This design comes from an exercise in tuning for small area and a short achievable clock period on the open sky130 flow, not from production work.
In this exercise RTL edits were held to simulation tests only and were not proved equivalent to the original.

==> flow/design.v (excerpt) <==
module dct_row_top (
  input  logic        clk_i,
  input  logic        rst_i,
  input  logic        px_valid_i,
  input  logic [7:0]  px_data_i,
  output logic        coef_valid_o,
  output logic [11:0] coef_data_o,
  output logic [2:0]  coef_index_o
);
Size in the first run: roughly 350 flip-flops, roughly 27 I/O pins, about 17,000 µm² of cells after synthesis.
clock: 6.0 ns
lec_check: 0
cap_margin: 20
core_margin: 2
core_utilization: 40
cts_buf_list: sky130_fd_sc_hd__clkbuf_4
setup_slack_margin: 3.4
slew_margin: 20
run.sh (not shown) runs the stock make flow with config.mk's settings and CLKGATE_MAP_FILE= SYNTH_SCRIPT=/design/flow/synth_recipe.tcl, a recipe that flattens the netlist after the stock synthesis.
==> next run, changes <==
--- a/flow/design.v
+++ b/flow/design.v
@@ -44,79 +44,75 @@
   endcase
 end
 always_ff @(posedge clk_i, posedge rst_i)
   if (rst_i) begin busy <= 1'b0; kc <= 3'd0; end
   else if (row_done) begin busy <= 1'b1; kc <= 3'd0; end
   else if (busy) begin kc <= kc + 3'd1; if (&kc) busy <= 1'b0; end
 always_ff @(posedge clk_i) begin
   n1 <= n1_nx; n2 <= n2_nx; odd <= kc_nx[0];
 end
 logic [8:0] u0, u1, u2, u3;
 logic a0, a3, ca, b1, b2, cb;           
 logic a0_nx, a3_nx, ca_nx, b1_nx, b2_nx, cb_nx;
-logic oddu, o1, o3, o5, o7;    
-logic ep_a, ep_b, eq_a, eq_b, er_a, er_b, es_a, es_b;
+logic sw, k04, oddu, o1, o3, o5, o7;    
 always_comb begin
   case (kc)
     3'd0: begin a0_nx = 1'b0; a3_nx = 1'b0; ca_nx = 1'b0; b1_nx = 1'b0; b2_nx = 1'b0; cb_nx = 1'b0; end
     3'd2: begin a0_nx = 1'b0; a3_nx = 1'b1; ca_nx = 1'b1; b1_nx = 1'b0; b2_nx = 1'b1; cb_nx = 1'b1; end
     3'd4: begin a0_nx = 1'b0; a3_nx = 1'b0; ca_nx = 1'b0; b1_nx = 1'b1; b2_nx = 1'b1; cb_nx = 1'b0; end
-    3'd6: begin a0_nx = 1'b0; a3_nx = 1'b1; ca_nx = 1'b1; b1_nx = 1'b1; b2_nx = 1'b0; cb_nx = 1'b1; end
+    3'd6: begin a0_nx = 1'b0; a3_nx = 1'b1; ca_nx = 1'b1; b1_nx = 1'b0; b2_nx = 1'b1; cb_nx = 1'b1; end
     default: begin a0_nx = 1'b0; a3_nx = 1'b0; ca_nx = 1'b0; b1_nx = 1'b0; b2_nx = 1'b0; cb_nx = 1'b0; end
   endcase
 end
 logic [2:0] ku;
 logic       vu;
 always_ff @(posedge clk_i) begin
   u0 <= 9'(y0 ^ {8{n1[0]}}) + 9'(y7 ^ {8{n2[0]}}) + 9'(odd);
   u1 <= 9'(y1 ^ {8{n1[1]}}) + 9'(y6 ^ {8{n2[1]}}) + 9'(odd);
   u2 <= 9'(y2 ^ {8{n1[2]}}) + 9'(y5 ^ {8{n2[2]}}) + 9'(odd);
   u3 <= 9'(y3 ^ {8{n1[3]}}) + 9'(y4 ^ {8{n2[3]}}) + 9'(odd);
   ku <= kc;
   a0 <= a0_nx; a3 <= a3_nx; ca <= ca_nx; b1 <= b1_nx; b2 <= b2_nx; cb <= cb_nx;
-  oddu <= kc[0];
-  ep_a <= (kc == 3'd0) | (kc == 3'd2) | (kc == 3'd4);
-  ep_b <= (kc == 3'd6);
-  eq_a <= (kc == 3'd6);
-  eq_b <= (kc == 3'd0) | (kc == 3'd2) | (kc == 3'd4);
-  er_a <= (kc == 3'd6);
-  er_b <= (kc == 3'd2);
-  es_a <= (kc == 3'd0) | (kc == 3'd2) | (kc == 3'd4);
-  es_b <= (kc == 3'd6);
+  sw <= (kc == 3'd6); k04 <= (kc == 3'd0) | (kc == 3'd4); oddu <= kc[0];
   o1 <= (kc == 3'd1); o3 <= (kc == 3'd3); o5 <= (kc == 3'd5); o7 <= (kc == 3'd7);
 end
 always_ff @(posedge clk_i, posedge rst_i)
   if (rst_i) vu <= 1'b0; else vu <= busy;
 logic [9:0] al, be;
 logic [9:0] vp;
 logic [9:0] vq;
 logic [9:0] vr;
 logic [9:0] vs;
 logic c_k0, c_k4, c_k26, c_odd;    
 logic       vv;
-assign al = 10'(u0 ^ {9{a0}}) + 10'(u3 ^ {9{a3}}) + 10'(ca);
-assign be = 10'(u1 ^ {9{b1}}) + 10'(u2 ^ {9{b2}}) + 10'(cb);
+logic [8:0] ua, ub, uc, ud;
+assign ua = sw ? u2 : u0;
+assign ub = sw ? u1 : u3;
+assign uc = sw ? u0 : u1;
+assign ud = sw ? u3 : u2;
+assign al = 10'(ua ^ {9{a0}}) + 10'(ub ^ {9{a3}}) + 10'(ca);
+assign be = 10'(uc ^ {9{b1}}) + 10'(ud ^ {9{b2}}) + 10'(cb);
 logic [8:0] pm_p;
 assign pm_p = ({9{o1}} & u0) | ({9{o3}} & u2) | ({9{o5}} & u1) | ({9{o7}} & u3);
 logic [8:0] pm_q;
 assign pm_q = ({9{o1}} & u1) | ({9{o3}} & u0) | ({9{o5}} & u3) | ({9{o7}} & u2);
 logic [8:0] pm_r;
 assign pm_r = ({9{o1}} & u2) | ({9{o3}} & u3) | ({9{o5}} & u0) | ({9{o7}} & u1);
 logic [8:0] pm_s;
 assign pm_s = ({9{o1}} & u3) | ({9{o3}} & u1) | ({9{o5}} & u2) | ({9{o7}} & u0);
 always_ff @(posedge clk_i) begin
-  vp <= ({10{oddu}} & {1'b0, pm_p}) | ({10{ep_a}} & al) | ({10{ep_b}} & be);
-  vq <= ({10{oddu}} & {1'b0, pm_q}) | ({10{eq_a}} & al) | ({10{eq_b}} & be);
-  vr <= ({10{oddu}} & {1'b0, pm_r}) | ({10{er_a}} & al) | ({10{er_b}} & be);
-  vs <= ({10{oddu}} & {1'b0, pm_s}) | ({10{es_a}} & al) | ({10{es_b}} & be);
+  vp <= oddu ? {1'b0, pm_p} : al;
+  vq <= oddu ? {1'b0, pm_q} : be;
+  vr <= oddu ? {1'b0, pm_r} : (be & {10{~k04}});
+  vs <= oddu ? {1'b0, pm_s} : al;
   c_k0 <= (ku == 3'd0); c_k4 <= (ku == 3'd4); c_k26 <= (ku == 3'd2) | (ku == 3'd6); c_odd <= ku[0];
 end
 always_ff @(posedge clk_i, posedge rst_i)
   if (rst_i) vv <= 1'b0; else vv <= vu;
 logic row_p0_en;
 logic row_p0_ng;
 logic [9:0] row_p0;
 assign row_p0 = ((vp & {10{row_p0_en}}) ^ {10{row_p0_ng}});
 logic [9:0] row_p1;
 assign row_p1 = ~vp;
 logic row_p3_ng;
 logic [9:0] row_p3;
What happened: Via count increases by about 5.6%. Cell area rises by 4.0%. Setup slack is worse by 39 ps. Die area goes up by 2.5%. Area after synthesis climbs by about 2.5%. Clock-buffer cell count is lower by 21. Global-route usage goes up by 0.43 points. Register-to-register slack degrades by 40 ps. Routed wire length went up by about 6%. Cell count goes up by about 5%. Core utilization rose by 0.67 points. Sequential share of layout area fell by 1.8 points.

-- static timing again, ports no longer ideal --
In the flow no input, the clock included, has a driving cell. The finished layouts below were timed again as built, in two steps.
Step 1: set_driving_cell puts a clkbuf_16 on clk_i and a buf_2 on each other input, an assumption about the parent block.
Step 2 also shifts input and output timing later by t, the mid clock arrival at the registers, as if the neighbouring blocks saw the same clock.
a / b / c = ideal ports / drivers / drivers and shift; a / b = the first two.
run	t (ns)	setup WS [ns]	slew at the worst register clock pin (ns)	worst data-port slew with drivers (ns)
the first run	0.825	3.437 / 3.437 / 3.133	0.07 / 0.07	0.04
the second run	0.832	3.398 / 3.398 / 2.917	0.09 / 0.09	0.03
After both steps every run listed still meets setup and hold. The setup slack of the second run, which loses most, moves by 0.000 ns with the drivers and by -0.481 ns with both steps.
